From an optimization exercise on the open Yosys and OpenROAD flow, aimed at small area and a short achievable clock period; shortcuts taken in it are not production practice. In this exercise RTL edits were held to simulation tests only and were not proved equivalent to the original. Power figures rest on the tool's default switching activity, not on a simulated workload.

==> 01-15 <==
==> flow/design.v <==
module tlb #(
   parameter int TLBNUM       = 16,
   parameter int TLBNUM_WIDTH = $clog2(TLBNUM)
) (
   input  logic                    clk,
   input  logic                    reset,
   input  logic                    s0_req,
   input  logic [18:0]             s0_vpn2,
   input  logic                    s0_odd,
   input  logic [7:0]              s0_asid,
   output logic                    s0_rvalid,
   output logic                    s0_found,
   output logic [TLBNUM_WIDTH-1:0] s0_index,
   output logic [19:0]             s0_pfn,
   output logic [2:0]              s0_c,
   output logic                    s0_d,
   output logic                    s0_v,
   input  logic                    s1_req,
   input  logic [18:0]             s1_vpn2,
   input  logic                    s1_odd,
   input  logic [7:0]              s1_asid,
   output logic                    s1_rvalid,
   output logic                    s1_found,
   output logic [TLBNUM_WIDTH-1:0] s1_index,
   output logic [19:0]             s1_pfn,
   output logic [2:0]              s1_c,
   output logic                    s1_d,
   output logic                    s1_v,
   input  logic                    p_req,
   input  logic [18:0]             p_vpn2,
   input  logic [7:0]              p_asid,
   output logic                    p_done,
   output logic [TLBNUM_WIDTH:0]   p_result,
   input  logic                    we,
   input  logic [TLBNUM_WIDTH-1:0] w_index,
   input  logic [18:0]             w_vpn2,
   input  logic [7:0]              w_asid,
   input  logic                    w_g,
   input  logic [19:0]             w_pfn0,
   input  logic [2:0]              w_c0,
   input  logic                    w_d0,
   input  logic                    w_v0,
   input  logic [19:0]             w_pfn1,
   input  logic [2:0]              w_c1,
   input  logic                    w_d1,
   input  logic                    w_v1,
   input  logic [TLBNUM_WIDTH-1:0] r_index,
   output logic [18:0]             r_vpn2,
   output logic [7:0]              r_asid,
   output logic                    r_g,
   output logic [19:0]             r_pfn0,
   output logic [2:0]              r_c0,
   output logic                    r_d0,
   output logic                    r_v0,
   output logic [19:0]             r_pfn1,
   output logic [2:0]              r_c1,
   output logic                    r_d1,
   output logic                    r_v1
);
   localparam int N = 16;
   logic [18:0] tag_vpn2 [N];
   logic [7:0]  tag_asid [N];
   logic        tag_g    [N];
   logic [24:0] page0    [N];    
   logic [24:0] page1    [N];
   logic [18:0] wd_vpn2;
   logic [7:0]  wd_asid;
   logic        wd_g;
   logic [24:0] wd_page0, wd_page1;
   logic [N-1:0] wen;
   assign wd_vpn2  = reset ? '0 : w_vpn2;
   assign wd_asid  = reset ? '0 : w_asid;
   assign wd_g     = reset ? 1'b0 : w_g;
   assign wd_page0 = reset ? '0 : {w_pfn0, w_c0, w_d0, w_v0};
   assign wd_page1 = reset ? '0 : {w_pfn1, w_c1, w_d1, w_v1};
   always_comb
      for (int i = 0; i < N; i++) wen[i] = reset | (we & (w_index == i[3:0]));
   always_ff @(posedge clk)
      for (int i = 0; i < N; i++)
         if (wen[i]) begin
            tag_vpn2[i] <= wd_vpn2;
            tag_asid[i] <= wd_asid;
            tag_g[i]    <= wd_g;
            page0[i]    <= wd_page0;
            page1[i]    <= wd_page1;
         end
   logic [N-1:0] m0, m1, mp;
   always_comb
      for (int i = 0; i < N; i++) begin
         m0[i] = (tag_vpn2[i] == s0_vpn2) & (tag_g[i] | (tag_asid[i] == s0_asid));
         m1[i] = (tag_vpn2[i] == s1_vpn2) & (tag_g[i] | (tag_asid[i] == s1_asid));
         mp[i] = (tag_vpn2[i] == p_vpn2)  & (tag_g[i] | (tag_asid[i] == p_asid));
      end
   function automatic logic [15:0] first1(input logic [15:0] m);
      logic [15:0] seen;
      seen = '0;
      for (int i = 1; i < 16; i++) seen[i] = seen[i-1] | m[i-1];
      first1 = m & ~seen;
   endfunction
   function automatic logic [3:0] enc(input logic [15:0] oh);
      logic [3:0] r;
      r = '0;
      for (int i = 0; i < 16; i++) if (oh[i]) r = r | i[3:0];
      enc = r;
   endfunction
   logic [N-1:0] oh0, oh1, ohp;
   assign oh0 = first1(m0);
   assign oh1 = first1(m1);
   assign ohp = first1(mp);
   logic [24:0] sel0, sel1;
   always_comb begin
      sel0 = '0;
      sel1 = '0;
      for (int i = 0; i < N; i++) begin
         sel0 = sel0 | ({25{oh0[i] & ~s0_odd}} & page0[i]) | ({25{oh0[i] & s0_odd}} & page1[i]);
         sel1 = sel1 | ({25{oh1[i] & ~s1_odd}} & page0[i]) | ({25{oh1[i] & s1_odd}} & page1[i]);
      end
   end
   logic        s0_found_q, s1_found_q;
   logic [3:0]  s0_index_q, s1_index_q;
   logic [24:0] s0_page_q, s1_page_q;
   always_ff @(posedge clk) begin
      if (reset) begin
         s0_rvalid  <= 1'b0;
         s1_rvalid  <= 1'b0;
         p_done     <= 1'b0;
         s0_found_q <= 1'b0;
         s0_index_q <= '0;
         s0_page_q  <= '0;
         s1_found_q <= 1'b0;
         s1_index_q <= '0;
         s1_page_q  <= '0;
         p_result   <= 5'b10000;
      end else begin
         s0_rvalid <= s0_req;
         s1_rvalid <= s1_req;
         p_done    <= p_req;
         if (s0_req) begin
            s0_found_q <= |m0;
            s0_index_q <= enc(oh0);
            s0_page_q  <= sel0;
         end
         if (s1_req) begin
            s1_found_q <= |m1;
            s1_index_q <= enc(oh1);
            s1_page_q  <= sel1;
         end
         if (p_req) p_result <= {~|mp, enc(ohp)};
      end
   end
   assign s0_found = s0_found_q;
   assign s0_index = s0_index_q;
   assign {s0_pfn, s0_c, s0_d, s0_v} = s0_page_q;
   assign s1_found = s1_found_q;
   assign s1_index = s1_index_q;
   assign {s1_pfn, s1_c, s1_d, s1_v} = s1_page_q;
   logic [77:0] ent [N];
   always_comb
      for (int i = 0; i < N; i++) ent[i] = {tag_vpn2[i], tag_asid[i], tag_g[i], page0[i], page1[i]};
   logic [3:0] dlo, dhi;
   always_comb
      for (int j = 0; j < 4; j++) begin
         dlo[j] = r_index[1:0] == j[1:0];
         dhi[j] = r_index[3:2] == j[1:0];
      end
   logic [77:0] grp [4];
   logic [77:0] rd;
   always_comb begin
      rd = '0;
      for (int g = 0; g < 4; g++) begin
         grp[g] = '0;
         for (int j = 0; j < 4; j++) grp[g] = grp[g] | ({78{dlo[j]}} & ent[4*g+j]);
         rd = rd | ({78{dhi[g]}} & grp[g]);
      end
   end
   assign {r_vpn2, r_asid, r_g, r_pfn0, r_c0, r_d0, r_v0, r_pfn1, r_c1, r_d1, r_v1} = rd;
endmodule
==> flow/run.sh <==
#!/bin/bash
# synth_recipe.tcl (not shown) runs the flow's synth.tcl, then flattens the netlist and writes it again
# the make line also repeats each setting of config.mk as NAME=value (left out here)
make -C /OpenROAD-flow-scripts/flow DESIGN_CONFIG=/design/flow/config.mk WORK_HOME=/design/flow/orfs CLKGATE_MAP_FILE= SYNTH_SCRIPT=/design/flow/synth_recipe.tcl finish
==> flow/config.mk <==
export PLATFORM = sky130hd
export DESIGN_NAME = tlb
export DESIGN_NICKNAME = tlb
export VERILOG_FILES = /design/flow/design.v
export SDC_FILE = /design/flow/constraint.sdc
export NUM_CORES = 4
export LEC_CHECK = 0
export CAP_MARGIN = 20
export CELL_PAD_IN_SITES_DETAIL_PLACEMENT = 1
export CELL_PAD_IN_SITES_GLOBAL_PLACEMENT = 1
export CORE_MARGIN = 2
export CORE_UTILIZATION = 35
export PLACE_DENSITY = 0.5
export SETUP_SLACK_MARGIN = 2.2
export SLEW_MARGIN = 20
==> flow/constraint.sdc <==
create_clock -name core_clock -period 6.5 [get_ports {clk}]
set_input_delay 1.3000 -clock core_clock [delete_from_list [all_inputs] [get_ports {clk}]]
set_output_delay 1.3000 -clock core_clock [all_outputs]
set_load 0.01 [all_outputs]
==> 09-08: changes against 01-15 <==
--- a/flow/design.v
+++ b/flow/design.v
@@ -155,23 +155,8 @@
    assign s1_index = s1_index_q;
    assign {s1_pfn, s1_c, s1_d, s1_v} = s1_page_q;
-   logic [77:0] ent [N];
-   always_comb
-      for (int i = 0; i < N; i++) ent[i] = {tag_vpn2[i], tag_asid[i], tag_g[i], page0[i], page1[i]};
-   logic [3:0] dlo, dhi;
-   always_comb
-      for (int j = 0; j < 4; j++) begin
-         dlo[j] = r_index[1:0] == j[1:0];
-         dhi[j] = r_index[3:2] == j[1:0];
-      end
-   logic [77:0] grp [4];
-   logic [77:0] rd;
-   always_comb begin
-      rd = '0;
-      for (int g = 0; g < 4; g++) begin
-         grp[g] = '0;
-         for (int j = 0; j < 4; j++) grp[g] = grp[g] | ({78{dlo[j]}} & ent[4*g+j]);
-         rd = rd | ({78{dhi[g]}} & grp[g]);
-      end
-   end
-   assign {r_vpn2, r_asid, r_g, r_pfn0, r_c0, r_d0, r_v0, r_pfn1, r_c1, r_d1, r_v1} = rd;
+   assign r_vpn2 = tag_vpn2[r_index];
+   assign r_asid = tag_asid[r_index];
+   assign r_g    = tag_g[r_index];
+   assign {r_pfn0, r_c0, r_d0, r_v0} = page0[r_index];
+   assign {r_pfn1, r_c1, r_d1, r_v1} = page1[r_index];
 endmodule
--- a/flow/config.mk
+++ b/flow/config.mk
@@ -7,9 +7,7 @@
 export LEC_CHECK = 0
 export CAP_MARGIN = 20
-export CELL_PAD_IN_SITES_DETAIL_PLACEMENT = 1
-export CELL_PAD_IN_SITES_GLOBAL_PLACEMENT = 1
 export CORE_MARGIN = 2
 export CORE_UTILIZATION = 35
 export PLACE_DENSITY = 0.5
-export SETUP_SLACK_MARGIN = 2.2
+export SETUP_SLACK_MARGIN = 1.0
 export SLEW_MARGIN = 20
==> summary.txt <==
Cell depth of the worst flop-to-flop path - 19
# diodes - 17
GRT met1 Usage - 58.5%
Area Overhead vs Synth - 30.7%
Kind of critical path - in2out
Slowest stage cell on the critical path - mux4_2
Pleak - 36.6 nW
Synth top area share - 47.7%
IR drop worst, VDD - 231 uV
Outcome - no timing/DRC/antenna violations
Number of gates resized after cts - 873
Clock Network Area Fraction - 5.05%
Post-CTS Setup Bufs - 205
the above is filed under 01-15

==> summary.txt <==
Kind of critical path - in2reg
Outcome - no timing/DRC/antenna violations
GRT met1 Usage - 59.3%
Area Overhead vs Synth - 24.5%
Clock Network Area Fraction - 5.31%
Post-CTS Setup Bufs - 4
Pleak - 33.2 nW
Slowest stage cell on the critical path - clkdlybuf4s50_1
Cell depth of the worst flop-to-flop path - 13
the above is filed under 09-08


========
==> 01-20: inputs <==
RTL: the design.v shown in full above, as it stands there.
clock: 6.5 ns
lec_check: 0
cap_margin: 20
cell_pad_in_sites_detail_placement: 1
cell_pad_in_sites_global_placement: 1
core_margin: 2
core_utilization: 45
cts_buf_list: sky130_fd_sc_hd__clkbuf_8
place_density: 0.62
setup_slack_margin: 2.2
slew_margin: 20
run.sh (not shown) runs the stock make flow with config.mk's settings and CLKGATE_MAP_FILE= SYNTH_SCRIPT=/design/flow/synth_recipe.tcl, a recipe that flattens the netlist after the stock synthesis.
==> inputs of 03-27, as changes to 01-20 <==
--- a/flow/design.v
+++ b/flow/design.v
@@ -156,22 +156,7 @@
    assign {s1_pfn, s1_c, s1_d, s1_v} = s1_page_q;
-   logic [77:0] ent [N];
-   always_comb
-      for (int i = 0; i < N; i++) ent[i] = {tag_vpn2[i], tag_asid[i], tag_g[i], page0[i], page1[i]};
-   logic [3:0] dlo, dhi;
-   always_comb
-      for (int j = 0; j < 4; j++) begin
-         dlo[j] = r_index[1:0] == j[1:0];
-         dhi[j] = r_index[3:2] == j[1:0];
-      end
-   logic [77:0] grp [4];
-   logic [77:0] rd;
-   always_comb begin
-      rd = '0;
-      for (int g = 0; g < 4; g++) begin
-         grp[g] = '0;
-         for (int j = 0; j < 4; j++) grp[g] = grp[g] | ({78{dlo[j]}} & ent[4*g+j]);
-         rd = rd | ({78{dhi[g]}} & grp[g]);
-      end
-   end
-   assign {r_vpn2, r_asid, r_g, r_pfn0, r_c0, r_d0, r_v0, r_pfn1, r_c1, r_d1, r_v1} = rd;
+   assign r_vpn2 = tag_vpn2[r_index];
+   assign r_asid = tag_asid[r_index];
+   assign r_g    = tag_g[r_index];
+   assign {r_pfn0, r_c0, r_d0, r_v0} = page0[r_index];
+   assign {r_pfn1, r_c1, r_d1, r_v1} = page1[r_index];
 endmodule
==> flow/config.mk (replaced) <==
export PLATFORM = sky130hd
export DESIGN_NAME = tlb
export DESIGN_NICKNAME = tlb
export VERILOG_FILES = /design/flow/design.v
export SDC_FILE = /design/flow/constraint.sdc
export NUM_CORES = 4
export LEC_CHECK = 0
export CAP_MARGIN = 20
export CORE_MARGIN = 2
export CORE_UTILIZATION = 35
export PLACE_DENSITY = 0.5
export SETUP_SLACK_MARGIN = 2.2
export SLEW_MARGIN = 20
==> inputs of 01-12, as changes to 01-20 <==
--- a/flow/config.mk
+++ b/flow/config.mk
@@ -11,6 +11,6 @@
 export CORE_MARGIN = 2
-export CORE_UTILIZATION = 45
+export CORE_UTILIZATION = 35
 export CTS_BUF_LIST = sky130_fd_sc_hd__clkbuf_8
-export PLACE_DENSITY = 0.62
-export SETUP_SLACK_MARGIN = 2.2
+export PLACE_DENSITY = 0.5
+export SETUP_SLACK_MARGIN = 2.0
 export SLEW_MARGIN = 20
==> results.txt <==
Sequential power is about the same in 01-12 and 01-20.
Cell area, lowest first: 01-12, 01-20, 03-27.
Final cell count: 01-12 is larger than 01-20 (6.7%).
Global-route usage, lowest first: 01-12, 01-20, 03-27.

[separate check: timing with driven ports]
In the flow no input, the clock included, has a driving cell. The finished layouts below were timed again as built, in two steps.
Step 1 (the two cells are an assumption about what drives the block):
set clk [get_ports {clk}]
set_driving_cell -lib_cell sky130_fd_sc_hd__clkbuf_16 $clk
set_driving_cell -lib_cell sky130_fd_sc_hd__buf_2 [delete_from_list [all_inputs] $clk]
Step 2, shift: input delay + t, output delay - t, t = (earliest + latest rising clock arrival at the registers) / 2. This alone moves slack from input paths to output paths.
Three values: no drivers, after step 1, after step 2; two values: the first two.
run | t, ns | slack for setup (ns) | worst hold slack (ns) | worst register clock-pin slew, ns
01-15 | 0.912 | 1.946 / 1.536 / 1.235 | 0.481 / 0.481 / 0.481 | 0.07 / 0.07
09-08 | 0.952 | 0.719 / 0.774 / -0.178 | 0.467 / 0.467 / 0.467 | 0.07 / 0.07
01-20 | 1.122 | 1.941 / 1.361 / 0.938 | 0.479 / 0.479 / 0.479 | 0.08 / 0.08
03-27 | 0.972 | 1.723 / 1.652 / 1.185 | 0.468 / 0.468 / 0.468 | 0.07 / 0.07
01-12 | 1.116 | 1.936 / 1.518 / 0.887 | 0.486 / 0.486 / 0.486 | 0.08 / 0.08
With both steps, setup timing fails in 09-08, where it was met with ideal ports. The setup slack of 01-12, which loses most, moves by -0.418 ns with the drivers and by -1.049 ns with both steps.
